What follows belongs to an exercise in optimizing a design on an open flow for small area and a short achievable clock period; a production flow would make more cautious choices.
In this exercise RTL edits were held to simulation tests only and were not proved equivalent to the original.
Power is estimated from default activity; no workload was simulated.

[flow/run.sh]
#!/bin/bash
# synth_recipe.tcl (not shown) runs the flow's synth.tcl, then flattens the netlist and writes it again
# the make line also repeats each setting of config.mk as NAME=value (left out here)
make -C /OpenROAD-flow-scripts/flow DESIGN_CONFIG=/design/flow/config.mk WORK_HOME=/design/flow/orfs CLKGATE_MAP_FILE= SYNTH_SCRIPT=/design/flow/synth_recipe.tcl finish
[flow/config.mk]
export PLATFORM = sky130hd
export DESIGN_NAME = rv_top
export DESIGN_NICKNAME = rv_top
export VERILOG_FILES = /design/flow/design.v
export SDC_FILE = /design/flow/constraint.sdc
export NUM_CORES = 4
export LEC_CHECK = 0
export CAP_MARGIN = 20
export CORE_MARGIN = 2
export CORE_UTILIZATION = 40
export SLEW_MARGIN = 20
[flow/constraint.sdc]
create_clock -name core_clock -period 11.0 [get_ports {CLK}]
set_input_delay 2.2000 -clock core_clock [delete_from_list [all_inputs] [get_ports {CLK}]]
set_output_delay 2.2000 -clock core_clock [all_outputs]
set_load 0.01 [all_outputs]
[flow/design.v]
`default_nettype none
package rv_isa_pkg;
    localparam int XLEN = 32;
    typedef enum logic [6:0] {
        OP     = 7'b0110011,
        OP_IMM = 7'b0010011,
        LOAD   = 7'b0000011,
        STORE  = 7'b0100011,
        BRANCH = 7'b1100011,
        LUI    = 7'b0110111,
        AUIPC  = 7'b0010111,
        JAL    = 7'b1101111,
        JALR   = 7'b1100111
    } opcode_e;
    localparam logic [XLEN-1:0] HALT_INST      = 32'h0000_8067;
    localparam logic [XLEN-1:0] HALT_RS1_VALUE = 32'd12;
    localparam logic [2:0] F3_BEQ  = 3'b000;
    localparam logic [2:0] F3_BNE  = 3'b001;
    localparam logic [2:0] F3_BLT  = 3'b100;
    localparam logic [2:0] F3_BGE  = 3'b101;
    localparam logic [2:0] F3_BLTU = 3'b110;
    localparam logic [2:0] F3_BGEU = 3'b111;
    localparam logic [2:0] F3_B  = 3'b000;
    localparam logic [2:0] F3_H  = 3'b001;
    localparam logic [2:0] F3_W  = 3'b010;
    localparam logic [2:0] F3_BU = 3'b100;  
    localparam logic [2:0] F3_HU = 3'b101;  
endpackage
`default_nettype wire
`default_nettype none
package rv_ctrl_pkg;
    typedef enum logic [3:0] {
        ALU_ADD  = 4'd0,
        ALU_SUB  = 4'd1,
        ALU_SLT  = 4'd2,
        ALU_SLTU = 4'd3,
        ALU_SLL  = 4'd4,
        ALU_SRL  = 4'd5,
        ALU_SRA  = 4'd6,
        ALU_OR   = 4'd7,
        ALU_XOR  = 4'd8,
        ALU_AND  = 4'd9,
        ALU_EQ   = 4'd10,
        ALU_NE   = 4'd11,
        ALU_LT   = 4'd12,
        ALU_GE   = 4'd13,
        ALU_LTU  = 4'd14,
        ALU_GEU  = 4'd15
    } alu_op_e;
    typedef enum logic [2:0] {
        WD_ALU    = 3'd0,
        WD_MEM    = 3'd1,
        WD_PC4    = 3'd2,  
        WD_IMM    = 3'd3,  
        WD_PC_IMM = 3'd4   
    } wd_sel_e;
    typedef enum logic [1:0] {
        MEM_BYTE = 2'd0,
        MEM_HALF = 2'd1,
        MEM_WORD = 2'd2
    } mem_size_e;
endpackage
`default_nettype wire
`default_nettype none
module rv_decoder (
    input  logic                          RSTn,
    input  logic [rv_isa_pkg::XLEN-1:0]   inst,
    output logic                          I_MEM_CSN,
    output logic                          D_MEM_CSN,
    output logic                          D_MEM_WEN,
    output logic [3:0]                    D_MEM_BE,
    output logic                          RF_WE,
    output logic [4:0]                    rs1_addr,
    output logic [4:0]                    rs2_addr,
    output logic [4:0]                    rd_addr,
    output logic [rv_isa_pkg::XLEN-1:0]   imm,
    output rv_ctrl_pkg::alu_op_e          alu_op,
    output logic                          b_is_imm,
    output rv_ctrl_pkg::wd_sel_e          wd_sel,
    output rv_ctrl_pkg::mem_size_e        load_size,
    output logic                          load_unsigned,
    output logic                          branch,
    output logic                          jump,
    output logic                          jalr,
    output logic                          halt_inst
);
    logic [2:0]                  funct3;
    logic [rv_isa_pkg::XLEN-1:0] imm_i;
    logic [rv_isa_pkg::XLEN-1:0] imm_s;
    logic [rv_isa_pkg::XLEN-1:0] imm_b;
    logic [rv_isa_pkg::XLEN-1:0] imm_u;
    logic [rv_isa_pkg::XLEN-1:0] imm_j;
    rv_ctrl_pkg::alu_op_e        arith_op;
    rv_ctrl_pkg::alu_op_e        cmp_op;
    rv_ctrl_pkg::mem_size_e      mem_size;
    logic [3:0]                  mem_be;
    assign funct3    = inst[14:12];
    assign rs1_addr  = inst[19:15];
    assign rs2_addr  = inst[24:20];
    assign rd_addr   = inst[11:7];
    assign halt_inst = (inst == rv_isa_pkg::HALT_INST);
    assign imm_i = {{21{inst[31]}}, inst[30:20]};
    assign imm_s = {{21{inst[31]}}, inst[30:25], inst[11:7]};
    assign imm_b = {{20{inst[31]}}, inst[7], inst[30:25], inst[11:8], 1'b0};
    assign imm_u = {inst[31:12], 12'b0};
    assign imm_j = {{12{inst[31]}}, inst[19:12], inst[20], inst[30:21], 1'b0};
    always_comb begin
        case (funct3)
            3'b000:  arith_op = (inst[5] && inst[30]) ? rv_ctrl_pkg::ALU_SUB   
                                                      : rv_ctrl_pkg::ALU_ADD;
            3'b001:  arith_op = rv_ctrl_pkg::ALU_SLL;
            3'b010:  arith_op = rv_ctrl_pkg::ALU_SLT;
            3'b011:  arith_op = rv_ctrl_pkg::ALU_SLTU;
            3'b100:  arith_op = rv_ctrl_pkg::ALU_XOR;
            3'b101:  arith_op = inst[30] ? rv_ctrl_pkg::ALU_SRA : rv_ctrl_pkg::ALU_SRL;
            3'b110:  arith_op = rv_ctrl_pkg::ALU_OR;
            default: arith_op = rv_ctrl_pkg::ALU_AND;
        endcase
    end
    always_comb begin
        case (funct3)
            rv_isa_pkg::F3_BNE:  cmp_op = rv_ctrl_pkg::ALU_NE;
            rv_isa_pkg::F3_BLT:  cmp_op = rv_ctrl_pkg::ALU_LT;
            rv_isa_pkg::F3_BGE:  cmp_op = rv_ctrl_pkg::ALU_GE;
            rv_isa_pkg::F3_BLTU: cmp_op = rv_ctrl_pkg::ALU_LTU;
            rv_isa_pkg::F3_BGEU: cmp_op = rv_ctrl_pkg::ALU_GEU;
            default:             cmp_op = rv_ctrl_pkg::ALU_EQ;  
        endcase
    end
    always_comb begin
        case (funct3)
            rv_isa_pkg::F3_B, rv_isa_pkg::F3_BU: mem_size = rv_ctrl_pkg::MEM_BYTE;
            rv_isa_pkg::F3_H, rv_isa_pkg::F3_HU: mem_size = rv_ctrl_pkg::MEM_HALF;
            rv_isa_pkg::F3_W:                    mem_size = rv_ctrl_pkg::MEM_WORD;
            default:                             mem_size = rv_ctrl_pkg::MEM_WORD;
        endcase
        case (mem_size)
            rv_ctrl_pkg::MEM_BYTE: mem_be = 4'b0001;
            rv_ctrl_pkg::MEM_HALF: mem_be = 4'b0011;
            default:               mem_be = 4'b1111;
        endcase
    end
    always_comb begin
        I_MEM_CSN     = 1'b0;
        D_MEM_CSN     = 1'b1;
        D_MEM_WEN     = 1'b1;
        D_MEM_BE      = 4'b0000;
        RF_WE         = 1'b0;
        imm           = imm_i;
        alu_op        = rv_ctrl_pkg::ALU_ADD;  
        b_is_imm      = 1'b1;
        wd_sel        = rv_ctrl_pkg::WD_ALU;
        load_size     = rv_ctrl_pkg::MEM_WORD;
        load_unsigned = 1'b0;
        branch        = 1'b0;
        jump          = 1'b0;
        jalr          = 1'b0;
        case (inst[6:0])
            rv_isa_pkg::OP: begin
                RF_WE    = 1'b1;
                alu_op   = arith_op;
                b_is_imm = 1'b0;
            end
            rv_isa_pkg::OP_IMM: begin
                RF_WE  = 1'b1;
                alu_op = arith_op;
            end
            rv_isa_pkg::LOAD: begin
                D_MEM_CSN     = 1'b0;
                D_MEM_BE      = mem_be;
                RF_WE         = 1'b1;
                wd_sel        = rv_ctrl_pkg::WD_MEM;
                load_size     = mem_size;
                load_unsigned = (funct3 == rv_isa_pkg::F3_BU) || (funct3 == rv_isa_pkg::F3_HU);
            end
            rv_isa_pkg::STORE: begin
                D_MEM_CSN = 1'b0;
                D_MEM_WEN = 1'b0;
                D_MEM_BE  = mem_be;
                imm       = imm_s;
            end
            rv_isa_pkg::BRANCH: begin
                imm      = imm_b;
                alu_op   = cmp_op;
                b_is_imm = 1'b0;  
                branch   = 1'b1;
            end
            rv_isa_pkg::LUI: begin
                RF_WE  = 1'b1;
                imm    = imm_u;
                wd_sel = rv_ctrl_pkg::WD_IMM;
            end
            rv_isa_pkg::AUIPC: begin
                RF_WE  = 1'b1;
                imm    = imm_u;
                wd_sel = rv_ctrl_pkg::WD_PC_IMM;
            end
            rv_isa_pkg::JAL: begin
                RF_WE  = 1'b1;
                imm    = imm_j;
                wd_sel = rv_ctrl_pkg::WD_PC4;
                jump   = 1'b1;
            end
            rv_isa_pkg::JALR: begin
                RF_WE  = 1'b1;
                wd_sel = rv_ctrl_pkg::WD_PC4;
                jump   = 1'b1;
                jalr   = 1'b1;
            end
            default: ;
        endcase
        if (!RSTn) begin
            I_MEM_CSN = 1'b1;
            D_MEM_CSN = 1'b1;
            D_MEM_WEN = 1'b1;
            D_MEM_BE  = 4'b0000;
            RF_WE     = 1'b0;
        end
    end
endmodule
`default_nettype wire
`default_nettype none
module rv_exec_unit (
    input  logic [rv_isa_pkg::XLEN-1:0] rs1,
    input  logic [rv_isa_pkg::XLEN-1:0] rs2,
    input  logic [rv_isa_pkg::XLEN-1:0] imm,
    input  logic                        b_is_imm,
    input  rv_ctrl_pkg::alu_op_e        alu_op,
    output logic [rv_isa_pkg::XLEN-1:0] result,
    output logic                        bcond
);
    logic [rv_isa_pkg::XLEN-1:0] op_b;
    logic [4:0]                  shamt;
    logic                        lt_s;
    logic                        lt_u;
    assign op_b  = b_is_imm ? imm : rs2;
    assign shamt = op_b[4:0];  
    assign lt_s  = $signed(rs1) < $signed(op_b);
    assign lt_u  = rs1 < op_b;
    always_comb begin
        result = '0;  
        bcond  = 1'b0;
        case (alu_op)
            rv_ctrl_pkg::ALU_ADD:  result = rs1 + op_b;
            rv_ctrl_pkg::ALU_SUB:  result = rs1 - op_b;
            rv_ctrl_pkg::ALU_SLT:  result = {{(rv_isa_pkg::XLEN-1){1'b0}}, lt_s};
            rv_ctrl_pkg::ALU_SLTU: result = {{(rv_isa_pkg::XLEN-1){1'b0}}, lt_u};
            rv_ctrl_pkg::ALU_SLL:  result = rs1 << shamt;
            rv_ctrl_pkg::ALU_SRL:  result = rs1 >> shamt;
            rv_ctrl_pkg::ALU_SRA:  result = $unsigned($signed(rs1) >>> shamt);
            rv_ctrl_pkg::ALU_OR:   result = rs1 | op_b;
            rv_ctrl_pkg::ALU_XOR:  result = rs1 ^ op_b;
            rv_ctrl_pkg::ALU_AND:  result = rs1 & op_b;
            rv_ctrl_pkg::ALU_EQ:   bcond  = (rs1 == op_b);
            rv_ctrl_pkg::ALU_NE:   bcond  = (rs1 != op_b);
            rv_ctrl_pkg::ALU_LT:   bcond  = lt_s;
            rv_ctrl_pkg::ALU_GE:   bcond  = !lt_s;
            rv_ctrl_pkg::ALU_LTU:  bcond  = lt_u;
            rv_ctrl_pkg::ALU_GEU:  bcond  = !lt_u;
            default: ;
        endcase
    end
endmodule
`default_nettype wire
`default_nettype none
module rv_pc_unit #(
    parameter int IMEM_ADDR_W = 12
) (
    input  logic                        CLK,
    input  logic                        RSTn,
    input  logic [rv_isa_pkg::XLEN-1:0] rs1,
    input  logic [rv_isa_pkg::XLEN-1:0] imm,
    input  logic                        branch,
    input  logic                        jump,
    input  logic                        jalr,
    input  logic                        bcond,
    input  logic                        halt_inst,
    output logic [IMEM_ADDR_W-1:0]      I_MEM_ADDR,
    output logic [rv_isa_pkg::XLEN-1:0] pc_plus4,
    output logic [rv_isa_pkg::XLEN-1:0] pc_imm,
    output logic                        HALT,
    output logic [rv_isa_pkg::XLEN-1:0] NUM_INST
);
    logic [rv_isa_pkg::XLEN-1:0] pc;
    logic [rv_isa_pkg::XLEN-1:0] jalr_sum;
    logic [rv_isa_pkg::XLEN-1:0] target;
    logic [rv_isa_pkg::XLEN-1:0] next_pc;
    logic                        take;
    assign pc_plus4 = pc + rv_isa_pkg::XLEN'(4);
    assign pc_imm   = pc + imm;   
    assign jalr_sum = rs1 + imm;
    assign target = jalr ? {jalr_sum[rv_isa_pkg::XLEN-1:1], 1'b0} : pc_imm;
    assign take    = jump || (branch && bcond);
    assign next_pc = take ? target : pc_plus4;
    assign I_MEM_ADDR = pc[IMEM_ADDR_W-1:0];
    assign HALT = halt_inst && (rs1 == rv_isa_pkg::HALT_RS1_VALUE);
    always_ff @(posedge CLK) begin
        if (!RSTn) begin
            pc <= '0;
        end else begin
            pc <= next_pc;
        end
    end
    always_ff @(posedge CLK) begin
        if (!RSTn) begin
            NUM_INST <= '0;
        end else if (!HALT) begin
            NUM_INST <= NUM_INST + rv_isa_pkg::XLEN'(1);
        end
    end
endmodule
`default_nettype wire
`default_nettype none
module rv_writeback (
    input  rv_ctrl_pkg::wd_sel_e        wd_sel,
    input  logic [rv_isa_pkg::XLEN-1:0] alu_result,
    input  logic [rv_isa_pkg::XLEN-1:0] mem_data,
    input  rv_ctrl_pkg::mem_size_e      load_size,
    input  logic                        load_unsigned,
    input  logic [rv_isa_pkg::XLEN-1:0] imm,
    input  logic [rv_isa_pkg::XLEN-1:0] pc_plus4,
    input  logic [rv_isa_pkg::XLEN-1:0] pc_imm,
    output logic [rv_isa_pkg::XLEN-1:0] wd
);
    logic [rv_isa_pkg::XLEN-1:0] load_data;
    logic                        byte_fill;
    logic                        half_fill;
    assign byte_fill = mem_data[7] && !load_unsigned;
    assign half_fill = mem_data[15] && !load_unsigned;
    always_comb begin
        case (load_size)
            rv_ctrl_pkg::MEM_BYTE: load_data = {{(rv_isa_pkg::XLEN-8){byte_fill}}, mem_data[7:0]};
            rv_ctrl_pkg::MEM_HALF: load_data = {{(rv_isa_pkg::XLEN-16){half_fill}},
                                                mem_data[15:0]};
            rv_ctrl_pkg::MEM_WORD: load_data = mem_data;
            default:               load_data = mem_data;
        endcase
    end
    always_comb begin
        case (wd_sel)
            rv_ctrl_pkg::WD_ALU:    wd = alu_result;
            rv_ctrl_pkg::WD_MEM:    wd = load_data;
            rv_ctrl_pkg::WD_PC4:    wd = pc_plus4;    
            rv_ctrl_pkg::WD_IMM:    wd = imm;
            rv_ctrl_pkg::WD_PC_IMM: wd = pc_imm;
            default:                wd = alu_result;
        endcase
    end
endmodule
`default_nettype wire
`default_nettype none
module rv_top #(
    parameter int IMEM_ADDR_W = 12,
    parameter int DMEM_ADDR_W = 12
) (
    input  logic                        CLK,
    input  logic                        RSTn,
    output logic                        I_MEM_CSN,
    input  logic [rv_isa_pkg::XLEN-1:0] I_MEM_DI,
    output logic [IMEM_ADDR_W-1:0]      I_MEM_ADDR,   
    output logic                        D_MEM_CSN,
    input  logic [rv_isa_pkg::XLEN-1:0] D_MEM_DI,
    output logic [rv_isa_pkg::XLEN-1:0] D_MEM_DOUT,
    output logic [DMEM_ADDR_W-1:0]      D_MEM_ADDR,   
    output logic                        D_MEM_WEN,
    output logic [3:0]                  D_MEM_BE,
    output logic                        RF_WE,
    output logic [4:0]                  RF_RA1,
    output logic [4:0]                  RF_RA2,
    output logic [4:0]                  RF_WA1,
    input  logic [rv_isa_pkg::XLEN-1:0] RF_RD1,
    input  logic [rv_isa_pkg::XLEN-1:0] RF_RD2,
    output logic [rv_isa_pkg::XLEN-1:0] RF_WD,
    output logic                        HALT,
    output logic [rv_isa_pkg::XLEN-1:0] NUM_INST
);
    logic [rv_isa_pkg::XLEN-1:0] imm;
    rv_ctrl_pkg::alu_op_e        alu_op;
    logic                        b_is_imm;
    rv_ctrl_pkg::wd_sel_e        wd_sel;
    rv_ctrl_pkg::mem_size_e      load_size;
    logic                        load_unsigned;
    logic                        branch;
    logic                        jump;
    logic                        jalr;
    logic                        halt_inst;
    logic [rv_isa_pkg::XLEN-1:0] alu_result;
    logic                        bcond;
    logic [rv_isa_pkg::XLEN-1:0] pc_plus4;
    logic [rv_isa_pkg::XLEN-1:0] pc_imm;
    assign D_MEM_ADDR = alu_result[DMEM_ADDR_W+1:2];
    assign D_MEM_DOUT = RF_RD2;
    rv_decoder u_decoder (
        .RSTn          (RSTn),
        .inst          (I_MEM_DI),
        .I_MEM_CSN     (I_MEM_CSN),
        .D_MEM_CSN     (D_MEM_CSN),
        .D_MEM_WEN     (D_MEM_WEN),
        .D_MEM_BE      (D_MEM_BE),
        .RF_WE         (RF_WE),
        .rs1_addr      (RF_RA1),
        .rs2_addr      (RF_RA2),
        .rd_addr       (RF_WA1),
        .imm           (imm),
        .alu_op        (alu_op),
        .b_is_imm      (b_is_imm),
        .wd_sel        (wd_sel),
        .load_size     (load_size),
        .load_unsigned (load_unsigned),
        .branch        (branch),
        .jump          (jump),
        .jalr          (jalr),
        .halt_inst     (halt_inst)
    );
    rv_exec_unit u_exec (
        .rs1      (RF_RD1),
        .rs2      (RF_RD2),
        .imm      (imm),
        .b_is_imm (b_is_imm),
        .alu_op   (alu_op),
        .result   (alu_result),
        .bcond    (bcond)
    );
    rv_pc_unit #(
        .IMEM_ADDR_W (IMEM_ADDR_W)
    ) u_pc (
        .CLK        (CLK),
        .RSTn       (RSTn),
        .rs1        (RF_RD1),
        .imm        (imm),
        .branch     (branch),
        .jump       (jump),
        .jalr       (jalr),
        .bcond      (bcond),
        .halt_inst  (halt_inst),
        .I_MEM_ADDR (I_MEM_ADDR),
        .pc_plus4   (pc_plus4),
        .pc_imm     (pc_imm),
        .HALT       (HALT),
        .NUM_INST   (NUM_INST)
    );
    rv_writeback u_writeback (
        .wd_sel        (wd_sel),
        .alu_result    (alu_result),
        .mem_data      (D_MEM_DI),
        .load_size     (load_size),
        .load_unsigned (load_unsigned),
        .imm           (imm),
        .pc_plus4      (pc_plus4),
        .pc_imm        (pc_imm),
        .wd            (RF_WD)
    );
endmodule
`default_nettype wire
==> run notes <==
run status=complete, no violations; post-route setup TNS=0 ns; syn nets=3,014; PortBufs=273; final setup violation count=0; reg-to-reg endpoint=u_pc.pc[30]; period utilisation layout=0.973; initial antenna violation count=4; num ports=274; #FFs+latches synth=64; grt ovf=0; n_diodes=0; Syn Inst Count=2,729; Pins Over Slew Limit=0; Layout Cells excl Fill=3,485; Comb power frac=0.653; Max Fclk=93.4 MHz; Chip Height=218 um; Final Hold Fails=0; Mapped Area=18,300 um2; FFs w/ async S/R, synth=0; Starting DRT DRC Count=3,373; die width=218 um; Final Util=0.479; CTS Buffer Depth=2; CTS tree=done; Worst Path Required=8.80 ns; CTS Buf Count=9; slew of the pin with the lowest slew margin=1.18 ns; Net Sw Power=0.814 mW; Reg2Reg Setup Slack=6.99 ns; Max Fanout on Critical Path=49; syn avg cell area=6.69 um2; layout cell share with drive strength beyond 1=0.0700; largest net degree at the start of global routing=64; crit path launch=I_MEM_DI[4]; Post-synth EDFFs=0; R2R depth=15; worst min path class=reg -> reg; Synth Flop Type=dfxtp_1; Post-DRT Antenna Nets=0; Critical Path Start Type=primary input; Vias/cell=6.75; yosys warns=4; Root Driver=clkbuf_16; Tmin final=10.71 ns; sequential share of the synthesized area=0.0702; Area Overhead vs Synth=18.5%; clock share of power=0.202; kind of critical path=in -> out; switching power share of the total=0.488; RR Startpoint=u_pc.pc[0]; Sink Count=64; internal power=0.854 mW; Setup crit end kind=output pin; Clk Latency, worst-skew pair=0.36 ns; Lkg Pwr=8.80 nW; Core ar.=45,200 um2; worst slack at placement=0.516 ns; Cell Pwr Density=77.1 nW/um2; detailed placer's ending HPWL=83,300 um; final worst slack=0.292 ns; H-tree depth=3; GRT Overall Usage=0.433; first-pass GRT wire length=152,000 um; Worst EP arrival=8.51 ns; First-pass DRT Iterations=6; row cnt=78; CTS clock-pin slew for the worst setup and hold paths=0.06 ns; vias in the first global route=22,200; RSZ-0062 raised after global routing=false; wire per inst=30.3 um; Layout Skew=0.0117 ns; initial core utilization=0.404; Reg power frac=0.145; vias=23,500; max_slew headroom=0.216; # DRC=0; max_cap viols=0; post-layout net count=3,165; synth unique cells=109; Worst VDD drop=0.118 mV; placed cells=3,469; Die ar.=47,400 um2; drt total wl=106,000 um; CP endpoint=RF_WD[12]; gpl congestion=1.10
## cell families after synthesis
logic type / after synthesis / share of synthesized area
and+or+nand+nor: 871 / 0.225
DFF: 64 / 0.0702
buffers and inverters: 377 / 0.0972
xor gates and xnor gates: 145 / 0.0696
AOI/OAI and AO/OA: 1018 / 0.375
muxes: 99 / 0.0562
adders and majority gates: 155 / 0.107
## registers in the layout, summed over array words and instances (netlist names)
| name | count |
|---|---|
| u_pc.NUM_INST | 32 |
| u_pc.pc | 32 |
## cell usage in the layout, fill, tap and decap left out, types with 87 or more instances in the layout
cell	n
a21oi_1	284
buf_4	100
clkdlybuf4s50_1	273
ha_1	152
inv_1	135
nand2_1	294
nor2_1	227
o21ai_0	175
xnor2_1	87
## worst min-delay path by stage
stage,endpoint,startpoint,depth (start not counted),slack [ns]
after floorplan,u_pc.pc[0],u_pc.pc[0],2,0.46
after global placement,u_pc.NUM_INST[28],u_pc.NUM_INST[28],2,0.48
after detailed placement,u_pc.pc[0],u_pc.pc[0],2,0.49
after CTS,u_pc.pc[0],u_pc.pc[0],2,0.50
after global routing,u_pc.pc[0],u_pc.pc[0],2,0.52
final,u_pc.NUM_INST[28],u_pc.NUM_INST[28],2,0.50
## power groups by stage
| stage | logic [mW] | clock network, mW | registers, mW |
|---|---|---|---|
| global placement | 1.04 | 0 | 0.247 |
| finish | 1.09 | 0.337 | 0.242 |
| global route | 1.14 | 0.347 | 0.243 |
| CTS | 1.05 | 0.339 | 0.242 |
| detailed placement | 1.04 | 0 | 0.247 |
| floorplan | 0.615 | 0 | 0.244 |
## Yosys cell counts (19+ instances only)
cell type | count | area, um2
a211oi_1 | 79 | 593
a21o_1 | 50 | 375
a21oi_1 | 284 | 1420
a221oi_1 | 20 | 175
a22oi_1 | 33 | 248
a31oi_1 | 37 | 231
and3_1 | 36 | 225
buf_2 | 42 | 210
buf_4 | 65 | 488
clkbuf_1 | 108 | 405
dfxtp_1 | 64 | 1280
ha_1 | 152 | 1900
inv_1 | 135 | 507
mux2i_1 | 79 | 791
nand2_1 | 294 | 1100
nand2b_1 | 19 | 119
nand3_1 | 68 | 340
nand4_1 | 36 | 225
nor2_1 | 235 | 882
nor3_1 | 54 | 270
nor4_1 | 25 | 156
o211ai_1 | 50 | 375
o21a_1 | 44 | 330
o21ai_0 | 175 | 876
o21bai_1 | 28 | 210
o221ai_1 | 21 | 184
o22ai_1 | 20 | 125
xnor2_1 | 87 | 762
xor2_1 | 58 | 508
## metrics by stage
stage | cell area, um2 | total power [mW] | hold slack [ns]
6_report | 21600 | 1.67 | 0.498
5_1_grt | 21600 | 1.73 | 0.523
4_1_cts | 21600 | 1.63 | 0.496
3_5_place_dp | 21300 | 1.29 | 0.486
3_3_place_gp | 21300 | 1.29 | 0.479
2_1_floorplan | 18300 | 0.860 | 0.462
## critical path, cell delays in order
cell	delay [ns]
clkdlybuf4s50_1	0.70
nand2b_2	0.32
nor2_2	0.12
o21ai_1	0.54
inv_1	0.16
a21o_1	0.24
inv_2	0.08
buf_4	0.49
nand2_1	0.56
o22a_1	0.53
nor2_1	0.16
a211oi_1	0.08
o32ai_1	0.80
a2bb2oi_1	0.64
a211o_1	0.26
clkdlybuf4s50_1	0.56
## routing by layer
metal | routed length, um | part of all wire | GRT usage
met1 | 40200 | 0.38 | 0.546
met2 | 44800 | 0.42 | 0.661
met3 | 13200 | 0.12 | 0.111
met4 | 7530 | 0.071 | 0.263
met5 | 45 | 0.00043 | 0
## area by class of cell
class | count | area, um2
Clock buffer | 10 | 239
Clock inverter | 6 | 92.6
Fill cell | 4704 | 23600
Inverter | 144 | 543
Multi-Input combinational cell | 2288 | 15200
Sequential cell | 64 | 1280
Tap cell | 600 | 751
Timing Repair Buffer | 373 | 3480
## what timing repair did
| item | 4_1_cts | 5_1_grt |
|---|---|---|
| gates resized for setup | 0 | 3 |
| hold buffers | 0 | 0 |
| endpoints found under the setup margin | 0 | 2 |
| setup buffers | 0 | 0 |

[what the ideal ports hide]
How much do the figures lean on ideal ports? The routed layout below was timed once more, with nothing changed but the port constraints.
Step 1: set_driving_cell puts a clkbuf_16 on CLK and a buf_2 on each other input, an assumption about the parent block.
Step 2, shift: input delay + t, output delay - t, t = (earliest + latest rising clock arrival at the registers) / 2. This alone moves slack from input paths to output paths.
Three values: no drivers, after step 1, after step 2; two values: the first two.
shift t [ns]: 0.408
setup WS [ns]: 0.292 / 0.256 / 0.256
hold WS [ns]: 0.498 / 0.498 / 0.498
worst setup path after step 2: input to output
slew at the worst register clock pin (ns): 0.07 / 0.07
After both steps setup and hold are still met in this run. The setup slack of this run moves by -0.036 ns with the drivers and by -0.036 ns with both steps.
